This is an optimization exercise on Yosys and OpenROAD, whose aim is small area, not a production implementation. In this exercise RTL edits were held to simulation tests only and were not proved equivalent to the original. The clock port is modelled as an ideal driver; clocking choices that lean on that would not hold on a real chip. Power and IR drop assume default switching activity.

==> v37 <==
==> flow/design.v <==
package alu_issue_ctrl_pkg;
    localparam int DATA_WIDTH_DEF     = 32;
    localparam int ALU_OPRN_WIDTH_DEF = 6;
    localparam int REG_ADDR_WIDTH_DEF = 5;
    typedef enum logic [1:0] {
        CLR  = 2'd0,   
        RD1  = 2'd1,   
        RD2  = 2'd2,   
        DONE = 2'd3    
    } state_e;
endpackage
module alu_issue_ctrl_register_file
#(
    parameter int DATA_WIDTH     = alu_issue_ctrl_pkg::DATA_WIDTH_DEF,
    parameter int REG_ADDR_WIDTH = alu_issue_ctrl_pkg::REG_ADDR_WIDTH_DEF
) (
    input  logic                  clk_i,
    output logic [DATA_WIDTH-1:0] tap_o,
    input  logic                  we_i,
    input  logic [DATA_WIDTH-1:0] wdata_i
);
    localparam int NREG = (1 << REG_ADDR_WIDTH) - 1;
    logic [DATA_WIDTH-1:0] ring_q [NREG];
    always_ff @(posedge clk_i) begin
        ring_q[0] <= we_i ? ~wdata_i : ring_q[NREG-1];
        for (int i = 1; i < NREG; i++) begin
            ring_q[i] <= ring_q[i-1];
        end
    end
    assign tap_o = ~ring_q[NREG-1];
endmodule
module alu_issue_ctrl
#(
    parameter int DATA_WIDTH     = alu_issue_ctrl_pkg::DATA_WIDTH_DEF,
    parameter int ALU_OPRN_WIDTH = alu_issue_ctrl_pkg::ALU_OPRN_WIDTH_DEF,
    parameter int REG_ADDR_WIDTH = alu_issue_ctrl_pkg::REG_ADDR_WIDTH_DEF
) (
    input  logic                      CLK,
    input  logic                      RST,
    input  logic                      REQ_VALID,
    output logic                      REQ_READY,
    input  logic [ALU_OPRN_WIDTH-1:0] REQ_OPRN,
    input  logic [REG_ADDR_WIDTH-1:0] REQ_RS1,
    input  logic [REG_ADDR_WIDTH-1:0] REQ_RS2,
    input  logic [REG_ADDR_WIDTH-1:0] REQ_RD,
    input  logic                      REQ_IMM_SEL,
    input  logic [DATA_WIDTH-1:0]     REQ_IMM,
    output logic [DATA_WIDTH-1:0]     ALU_OP1,
    output logic [DATA_WIDTH-1:0]     ALU_OP2,
    output logic [ALU_OPRN_WIDTH-1:0] ALU_OPRN,
    input  logic [DATA_WIDTH-1:0]     ALU_RESULT,
    output logic                      RSP_VALID,
    input  logic                      RSP_READY,
    output logic [DATA_WIDTH-1:0]     RSP_DATA,
    output logic [REG_ADDR_WIDTH-1:0] RSP_RD
);
    localparam logic [REG_ADDR_WIDTH-1:0] TAG_FIRST = REG_ADDR_WIDTH'(1);
    alu_issue_ctrl_pkg::state_e state_q, state_d;
    logic [REG_ADDR_WIDTH-1:0] tag_q, tag_d;
    logic                      rsp_valid_q, rsp_valid_d;
    logic                      wb_pend_q, wb_pend_d;
    logic [REG_ADDR_WIDTH-1:0] rd_q;
    logic [DATA_WIDTH-1:0]     x_n_q, x;
    logic [DATA_WIDTH-1:0] tap;
    logic                  rf_we;
    logic                  rs1_zero, rs2_zero;
    logic                  cap_a, cap_r, wb_now;
    assign rs1_zero = (REQ_RS1 == '0);
    assign rs2_zero = (REQ_RS2 == '0);
    assign cap_a  = (state_q == alu_issue_ctrl_pkg::RD1) && REQ_VALID &&
                    (rs1_zero || (tag_q == REQ_RS1));
    assign cap_r  = (state_q == alu_issue_ctrl_pkg::RD2) && REQ_VALID &&
                    (REQ_IMM_SEL || rs2_zero || (tag_q == REQ_RS2));
    assign wb_now = wb_pend_q && (tag_q == rd_q);
    assign rf_we  = (state_q == alu_issue_ctrl_pkg::CLR) || wb_now;
    alu_issue_ctrl_register_file #(
        .DATA_WIDTH     (DATA_WIDTH),
        .REG_ADDR_WIDTH (REG_ADDR_WIDTH)
    ) u_register_file (
        .clk_i   (CLK),
        .tap_o   (tap),
        .we_i    (rf_we),
        .wdata_i (x)
    );
    always_comb begin
        state_d     = state_q;
        tag_d       = {tag_q[3:0], tag_q[4] ^ tag_q[2]};
        rsp_valid_d = rsp_valid_q;
        wb_pend_d   = wb_pend_q;
        unique case (state_q)
            alu_issue_ctrl_pkg::CLR: begin
                wb_pend_d = 1'b0;
                if (tag_q == TAG_FIRST && !wb_pend_q) state_d = alu_issue_ctrl_pkg::RD1;
            end
            alu_issue_ctrl_pkg::RD1:
                if (cap_a) state_d = alu_issue_ctrl_pkg::RD2;
            alu_issue_ctrl_pkg::RD2:
                if (cap_r) begin
                    state_d     = alu_issue_ctrl_pkg::DONE;
                    rsp_valid_d = 1'b1;
                    wb_pend_d   = (REQ_RD != '0);
                end
            alu_issue_ctrl_pkg::DONE: begin
                if (RSP_READY) rsp_valid_d = 1'b0;
                if (wb_now)    wb_pend_d   = 1'b0;
                if (!rsp_valid_d && !wb_pend_d) state_d = alu_issue_ctrl_pkg::RD1;
            end
            default: state_d = alu_issue_ctrl_pkg::CLR;
        endcase
    end
    always_ff @(posedge CLK or posedge RST) begin
        if (RST) begin
            state_q     <= alu_issue_ctrl_pkg::CLR;
            tag_q       <= TAG_FIRST;
            rsp_valid_q <= 1'b0;
            wb_pend_q   <= 1'b1;
        end else begin
            state_q     <= state_d;
            tag_q       <= tag_d;
            rsp_valid_q <= rsp_valid_d;
            wb_pend_q   <= wb_pend_d;
        end
    end
    logic x_ld_tap, x_ld_res, x_hold;
    logic [DATA_WIDTH-1:0] x_d;
    assign x = ~x_n_q;
    assign x_ld_tap = (state_q == alu_issue_ctrl_pkg::CLR) || cap_a;
    assign x_ld_res = !x_ld_tap && cap_r;
    assign x_hold   = !x_ld_tap && !cap_r;
    assign x_d = ({DATA_WIDTH{x_ld_tap && !(state_q == alu_issue_ctrl_pkg::CLR || rs1_zero)}} & tap) |
                 ({DATA_WIDTH{x_ld_res}} & ALU_RESULT) |
                 ({DATA_WIDTH{x_hold}} & x);
    always_ff @(posedge CLK) begin
        x_n_q <= ~x_d;
        if (cap_r)
            rd_q <= REQ_RD;
    end
    assign REQ_READY = cap_r;
    assign RSP_VALID = rsp_valid_q;
    assign RSP_DATA  = x;
    assign RSP_RD    = rd_q;
    assign ALU_OP1   = x;
    assign ALU_OP2   = REQ_IMM_SEL ? REQ_IMM : (rs2_zero ? '0 : tap);
    assign ALU_OPRN  = REQ_OPRN;
endmodule
==> flow/flow/run.sh <==
#!/bin/bash
# Standard layout (standard.sh, unchanged synthesis), with smaller port
# buffers, combinational logic re-mapped for area after floorplan, a clock
# tree built from small buffers without dummy loads, and data-path cells
# downsized after CTS where timing allows.
set -euo pipefail
cat >> config.mk <<CFG
export BUFFER_PORTS_ARGS = -buffer_cell sky130_fd_sc_hd__buf_1
export CTS_ARGS = -sink_clustering_enable -repair_clock_nets -dont_use_dummy_load -buf_list sky130_fd_sc_hd__clkbuf_4 -sink_clustering_size 11 -sink_clustering_max_diameter 45
export POST_CTS_TCL = $(pwd)/flow/post_cts.tcl
export POST_FLOORPLAN_TCL = $(pwd)/flow/post_floorplan.tcl
CFG
bash standard.sh finish > flow_make.log 2>&1
==> flow/flow/filt_lib.py <==
# Write a copy of a liberty file without the given cells (for restructure,
# which does not honour set_dont_use).
import re, sys
src, dst = sys.argv[1], sys.argv[2]
drop = set(sys.argv[3:])
text = open(src).read()
out = []
i = 0
pat = re.compile(r'^\s*cell\s*\(\s*"?([A-Za-z0-9_]+)"?\s*\)\s*\{', re.M)
pos = 0
for m in pat.finditer(text):
    if m.start() < pos:
        continue
    name = m.group(1)
    # find the matching closing brace
    depth = 0
    j = m.end() - 1
    while True:
        c = text[j]
        if c == '{':
            depth += 1
        elif c == '}':
            depth -= 1
            if depth == 0:
                break
        j += 1
    if name in drop:
        out.append(text[pos:m.start()])
        pos = j + 1
open(dst, 'w').write(''.join(out) + text[pos:])
==> flow/flow/post_cts.tcl <==
# After CTS: downsize data-path cells that have slack to spare, then
# legalise the placement again.
estimate_parasitics -placement
repair_timing -recover_power 100 -setup_margin 0.3 -verbose
detailed_placement
check_placement -verbose
==> flow/flow/post_floorplan.tcl <==
# After floorplan: re-map the combinational logic for area with ABC
# (registers are left as synthesis made them). restructure does not honour
# set_dont_use, so it reads a copy of the library without the don't-use cells.
set lib [lindex $::env(LIB_FILES) 0]
set rmp_dir $::env(OBJECTS_DIR)/rmp
file mkdir $rmp_dir
set rmp_lib $rmp_dir/restructure.lib
exec python3 [file dirname [info script]]/filt_lib.py $lib $rmp_lib {*}$::env(DONT_USE_CELLS)
report_design_area
restructure -liberty_file $rmp_lib -target area \
  -tielo_port sky130_fd_sc_hd__conb_1/LO -tiehi_port sky130_fd_sc_hd__conb_1/HI \
  -work_dir $rmp_dir -abc_logfile $::env(LOG_DIR)/2_1_restructure_abc.log
report_design_area
==> flow/standard.sh <==
#!/bin/bash
# synth_recipe.tcl (not shown) runs the flow's synth.tcl, then flattens the netlist and writes it again
# the make line also repeats each setting of config.mk as NAME=value (left out here)
make -C /OpenROAD-flow-scripts/flow DESIGN_CONFIG=/design/flow/config.mk WORK_HOME=/design/flow/orfs CLKGATE_MAP_FILE= SYNTH_SCRIPT=/design/flow/synth_recipe.tcl "${@:-finish}"
==> flow/config.mk <==
export PLATFORM = sky130hd
export DESIGN_NAME = alu_issue_ctrl
export DESIGN_NICKNAME = alu_issue_ctrl
export VERILOG_FILES = /design/flow/design.v
export SDC_FILE = /design/flow/constraint.sdc
export NUM_CORES = 4
export LEC_CHECK = 0
export ABC_AREA = 1
export CAP_MARGIN = 0
export CORE_MARGIN = 2
export CORE_UTILIZATION = 66
export PLACE_DENSITY = 0.8
export SLEW_MARGIN = 0
export BUFFER_PORTS_ARGS = -buffer_cell sky130_fd_sc_hd__buf_1
export CTS_ARGS = -sink_clustering_enable -repair_clock_nets -dont_use_dummy_load -buf_list sky130_fd_sc_hd__clkbuf_4 -sink_clustering_size 11 -sink_clustering_max_diameter 45
export POST_CTS_TCL = /design/flow/flow/post_cts.tcl
export POST_FLOORPLAN_TCL = /design/flow/flow/post_floorplan.tcl
==> flow/constraint.sdc <==
create_clock -name core_clock -period 5.0 [get_ports {CLK}]
set_input_delay 1.0000 -clock core_clock [delete_from_list [all_inputs] [get_ports {CLK}]]
set_output_delay 1.0000 -clock core_clock [all_outputs]
set_load 0.01 [all_outputs]
==> v30 (differences from v37) <==
--- a/flow/design.v
+++ b/flow/design.v
@@ -24,3 +24,3 @@
     always_ff @(posedge clk_i) begin
-        ring_q[0] <= we_i ? ~wdata_i : ring_q[NREG-1];
+        ring_q[0] <= we_i ? wdata_i : ring_q[NREG-1];
         for (int i = 1; i < NREG; i++) begin
@@ -29,3 +29,3 @@
     end
-    assign tap_o = ~ring_q[NREG-1];
+    assign tap_o = ring_q[NREG-1];
 endmodule
@@ -56,3 +56,3 @@
 );
-    localparam logic [REG_ADDR_WIDTH-1:0] TAG_FIRST = REG_ADDR_WIDTH'(1);
+    localparam logic [REG_ADDR_WIDTH-1:0] TAG_LAST = '1;
     alu_issue_ctrl_pkg::state_e state_q, state_d;
@@ -62,3 +62,3 @@
     logic [REG_ADDR_WIDTH-1:0] rd_q;
-    logic [DATA_WIDTH-1:0]     x_n_q, x;
+    logic [DATA_WIDTH-1:0]     x_q;
     logic [DATA_WIDTH-1:0] tap;
@@ -82,3 +82,3 @@
         .we_i    (rf_we),
-        .wdata_i (x)
+        .wdata_i (x_q)
     );
@@ -86,3 +86,3 @@
         state_d     = state_q;
-        tag_d       = {tag_q[3:0], tag_q[4] ^ tag_q[2]};
+        tag_d       = (tag_q == TAG_LAST) ? REG_ADDR_WIDTH'(1) : tag_q + 1'b1;
         rsp_valid_d = rsp_valid_q;
@@ -90,6 +90,4 @@
         unique case (state_q)
-            alu_issue_ctrl_pkg::CLR: begin
-                wb_pend_d = 1'b0;
-                if (tag_q == TAG_FIRST && !wb_pend_q) state_d = alu_issue_ctrl_pkg::RD1;
-            end
+            alu_issue_ctrl_pkg::CLR:
+                if (tag_q == TAG_LAST) state_d = alu_issue_ctrl_pkg::RD1;
             alu_issue_ctrl_pkg::RD1:
@@ -113,5 +111,5 @@
             state_q     <= alu_issue_ctrl_pkg::CLR;
-            tag_q       <= TAG_FIRST;
+            tag_q       <= '0;
             rsp_valid_q <= 1'b0;
-            wb_pend_q   <= 1'b1;
+            wb_pend_q   <= 1'b0;
         end else begin
@@ -123,13 +121,7 @@
     end
-    logic x_ld_tap, x_ld_res, x_hold;
-    logic [DATA_WIDTH-1:0] x_d;
-    assign x = ~x_n_q;
-    assign x_ld_tap = (state_q == alu_issue_ctrl_pkg::CLR) || cap_a;
-    assign x_ld_res = !x_ld_tap && cap_r;
-    assign x_hold   = !x_ld_tap && !cap_r;
-    assign x_d = ({DATA_WIDTH{x_ld_tap && !(state_q == alu_issue_ctrl_pkg::CLR || rs1_zero)}} & tap) |
-                 ({DATA_WIDTH{x_ld_res}} & ALU_RESULT) |
-                 ({DATA_WIDTH{x_hold}} & x);
     always_ff @(posedge CLK) begin
-        x_n_q <= ~x_d;
+        if (state_q == alu_issue_ctrl_pkg::CLR || cap_a)
+            x_q <= (state_q == alu_issue_ctrl_pkg::CLR || rs1_zero) ? '0 : tap;
+        else if (cap_r)
+            x_q <= ALU_RESULT;
         if (cap_r)
@@ -139,5 +131,5 @@
     assign RSP_VALID = rsp_valid_q;
-    assign RSP_DATA  = x;
+    assign RSP_DATA  = x_q;
     assign RSP_RD    = rd_q;
-    assign ALU_OP1   = x;
+    assign ALU_OP1   = x_q;
     assign ALU_OP2   = REQ_IMM_SEL ? REQ_IMM : (rs2_zero ? '0 : tap);
==> flow/flow/run.sh (replaced) <==
#!/bin/bash
# Standard layout (standard.sh, unchanged synthesis), with smaller port
# buffers and a clock tree built from small buffers without dummy loads.
set -euo pipefail
cat >> config.mk <<'CFG'
export BUFFER_PORTS_ARGS = -buffer_cell sky130_fd_sc_hd__buf_1
export CTS_ARGS = -sink_clustering_enable -repair_clock_nets -dont_use_dummy_load -buf_list sky130_fd_sc_hd__clkbuf_4
CFG
bash standard.sh finish > flow_make.log 2>&1
Settings changed: ABC_AREA 1 to default, CAP_MARGIN 0 to 20, CORE_UTILIZATION 66 to 30, CTS_ARGS -sink_clustering_enable -repair_clock_nets -dont_use_dummy_load -buf_list sky130_fd_sc_hd__clkbuf_4 -sink_clustering_size 11 -sink_clustering_max_diameter 45 to -sink_clustering_enable -repair_clock_nets -dont_use_dummy_load -buf_list sky130_fd_sc_hd__clkbuf_4, PLACE_DENSITY 0.8 to 0.45, POST_CTS_TCL /design/flow/flow/post_cts.tcl to default, POST_FLOORPLAN_TCL /design/flow/flow/post_floorplan.tcl to default, SLEW_MARGIN 0 to 20.
removed: flow/flow/filt_lib.py
removed: flow/flow/post_cts.tcl
removed: flow/flow/post_floorplan.tcl
==> v39 (differences from v37) <==
--- a/flow/design.v
+++ b/flow/design.v
@@ -24,3 +24,3 @@
     always_ff @(posedge clk_i) begin
-        ring_q[0] <= we_i ? ~wdata_i : ring_q[NREG-1];
+        ring_q[0] <= we_i ? wdata_i : ring_q[NREG-1];
         for (int i = 1; i < NREG; i++) begin
@@ -29,3 +29,3 @@
     end
-    assign tap_o = ~ring_q[NREG-1];
+    assign tap_o = ring_q[NREG-1];
 endmodule
@@ -62,3 +62,3 @@
     logic [REG_ADDR_WIDTH-1:0] rd_q;
-    logic [DATA_WIDTH-1:0]     x_n_q, x;
+    logic [DATA_WIDTH-1:0]     x_q;
     logic [DATA_WIDTH-1:0] tap;
@@ -82,3 +82,3 @@
         .we_i    (rf_we),
-        .wdata_i (x)
+        .wdata_i (x_q)
     );
@@ -92,3 +92,3 @@
                 wb_pend_d = 1'b0;
-                if (tag_q == TAG_FIRST && !wb_pend_q) state_d = alu_issue_ctrl_pkg::RD1;
+                if (tag_d == TAG_FIRST && !wb_pend_q) state_d = alu_issue_ctrl_pkg::RD1;
             end
@@ -123,13 +123,7 @@
     end
-    logic x_ld_tap, x_ld_res, x_hold;
-    logic [DATA_WIDTH-1:0] x_d;
-    assign x = ~x_n_q;
-    assign x_ld_tap = (state_q == alu_issue_ctrl_pkg::CLR) || cap_a;
-    assign x_ld_res = !x_ld_tap && cap_r;
-    assign x_hold   = !x_ld_tap && !cap_r;
-    assign x_d = ({DATA_WIDTH{x_ld_tap && !(state_q == alu_issue_ctrl_pkg::CLR || rs1_zero)}} & tap) |
-                 ({DATA_WIDTH{x_ld_res}} & ALU_RESULT) |
-                 ({DATA_WIDTH{x_hold}} & x);
     always_ff @(posedge CLK) begin
-        x_n_q <= ~x_d;
+        if (state_q == alu_issue_ctrl_pkg::CLR || cap_a)
+            x_q <= (state_q == alu_issue_ctrl_pkg::CLR || rs1_zero) ? '0 : tap;
+        else if (cap_r)
+            x_q <= ALU_RESULT;
         if (cap_r)
@@ -139,5 +133,5 @@
     assign RSP_VALID = rsp_valid_q;
-    assign RSP_DATA  = x;
+    assign RSP_DATA  = x_q;
     assign RSP_RD    = rd_q;
-    assign ALU_OP1   = x;
+    assign ALU_OP1   = x_q;
     assign ALU_OP2   = REQ_IMM_SEL ? REQ_IMM : (rs2_zero ? '0 : tap);
==> flow/flow/run.sh (replaced) <==
#!/bin/bash
# Standard layout (standard.sh, unchanged synthesis), with smaller port
# buffers, a clock tree built from small buffers without dummy loads, and
# data-path cells downsized after CTS where timing allows.
set -euo pipefail
cat >> config.mk <<CFG
export BUFFER_PORTS_ARGS = -buffer_cell sky130_fd_sc_hd__buf_1
export CTS_ARGS = -sink_clustering_enable -repair_clock_nets -dont_use_dummy_load -buf_list sky130_fd_sc_hd__clkbuf_4 -sink_clustering_size 10 -sink_clustering_max_diameter 40
export POST_CTS_TCL = $(pwd)/flow/post_cts.tcl
CFG
bash standard.sh finish > flow_make.log 2>&1
Settings changed: CAP_MARGIN 0 to 20, CORE_UTILIZATION 66 to 60, CTS_ARGS -sink_clustering_enable -repair_clock_nets -dont_use_dummy_load -buf_list sky130_fd_sc_hd__clkbuf_4 -sink_clustering_size 11 -sink_clustering_max_diameter 45 to -sink_clustering_enable -repair_clock_nets -dont_use_dummy_load -buf_list sky130_fd_sc_hd__clkbuf_4 -sink_clustering_size 10 -sink_clustering_max_diameter 40, PLACE_DENSITY 0.8 to 0.75, POST_FLOORPLAN_TCL /design/flow/flow/post_floorplan.tcl to default, SLEW_MARGIN 0 to 20.
removed: flow/flow/filt_lib.py
removed: flow/flow/post_floorplan.tcl
==> v3 (differences from v37) <==
Settings changed: CORE_UTILIZATION 66 to 60, PLACE_DENSITY 0.8 to 0.75.
==> notes.md <==
metric                                                                 v37             v30             v39              v3
Result of the run                                           finished clean  finished clean  finished clean  finished clean
Multi-input logic portion of the cell area                          0.0477          0.0668          0.0529          0.0474
Met2 routed WL                                                    14000 um        15300 um        13200 um        13100 um
Levels on crit path                                                      6               5              10              11
Area share of the largest cell type after synthesis                  0.877           0.846           0.854           0.877
Total Power                                                       11500 uW        15400 uW        11700 uW        11500 uW
Total buffers and inverters traversed by the critical path               3               1               5               2
Mux contribution to synthesized area                                     0          0.0206               0               0
Sequential fraction of the synthesis area                            0.893           0.903           0.911           0.893
Internal power of the cells                                        9260 uW        12000 uW         9390 uW         9270 uW
Clock transition at the registers of the reported paths            0.10 ns         0.05 ns         0.10 ns         0.11 ns
Power of the clock network                                         3130 uW         5210 uW         3280 uW         3150 uW
Crit end category                                              output port     output port     output port        register
Layout buffering overhead excluding clock cells                     0.0303          0.0283          0.0317          0.0302
Flip-flop and latch power                                          8270 uW         9580 uW         8300 uW         8270 uW
Syn Nets                                                              1672            1436            1539            1672
Utilization after layout                                             0.704           0.351           0.652           0.635

## static timing again, ports no longer ideal
The results above use ideal ports. As a check the final layouts listed here were re-extracted and re-timed, cells and wires unchanged. Step 1 sets driving cells, clkbuf_16 on the clock port and buf_2 on the other inputs (assumed; they add their load-dependent delay and slew). Step 2 times the ports against the registers' clock, not the clock port: input delays grow and output delays shrink by t, the midpoint of the rising clock arrivals with the driver on. a / b / c = ideal ports / drivers / drivers and shift; a / b = the first two.
run	t, ns	setup WS [ns]	worst register clock-pin slew, ns
v37	0.809	1.177 / 1.130 / 1.290	0.12 / 0.12
v30	1.012	1.458 / 1.403 / 1.514	0.07 / 0.07
v39	0.809	1.136 / 1.110 / 1.110	0.11 / 0.11
v3	0.783	0.999 / 0.999 / 0.464	0.11 / 0.11
After both steps setup and hold are still met in every run listed. For v3, which loses most, drivers alone change the setup slack by 0.000 ns; drivers and shift together by -0.535 ns.
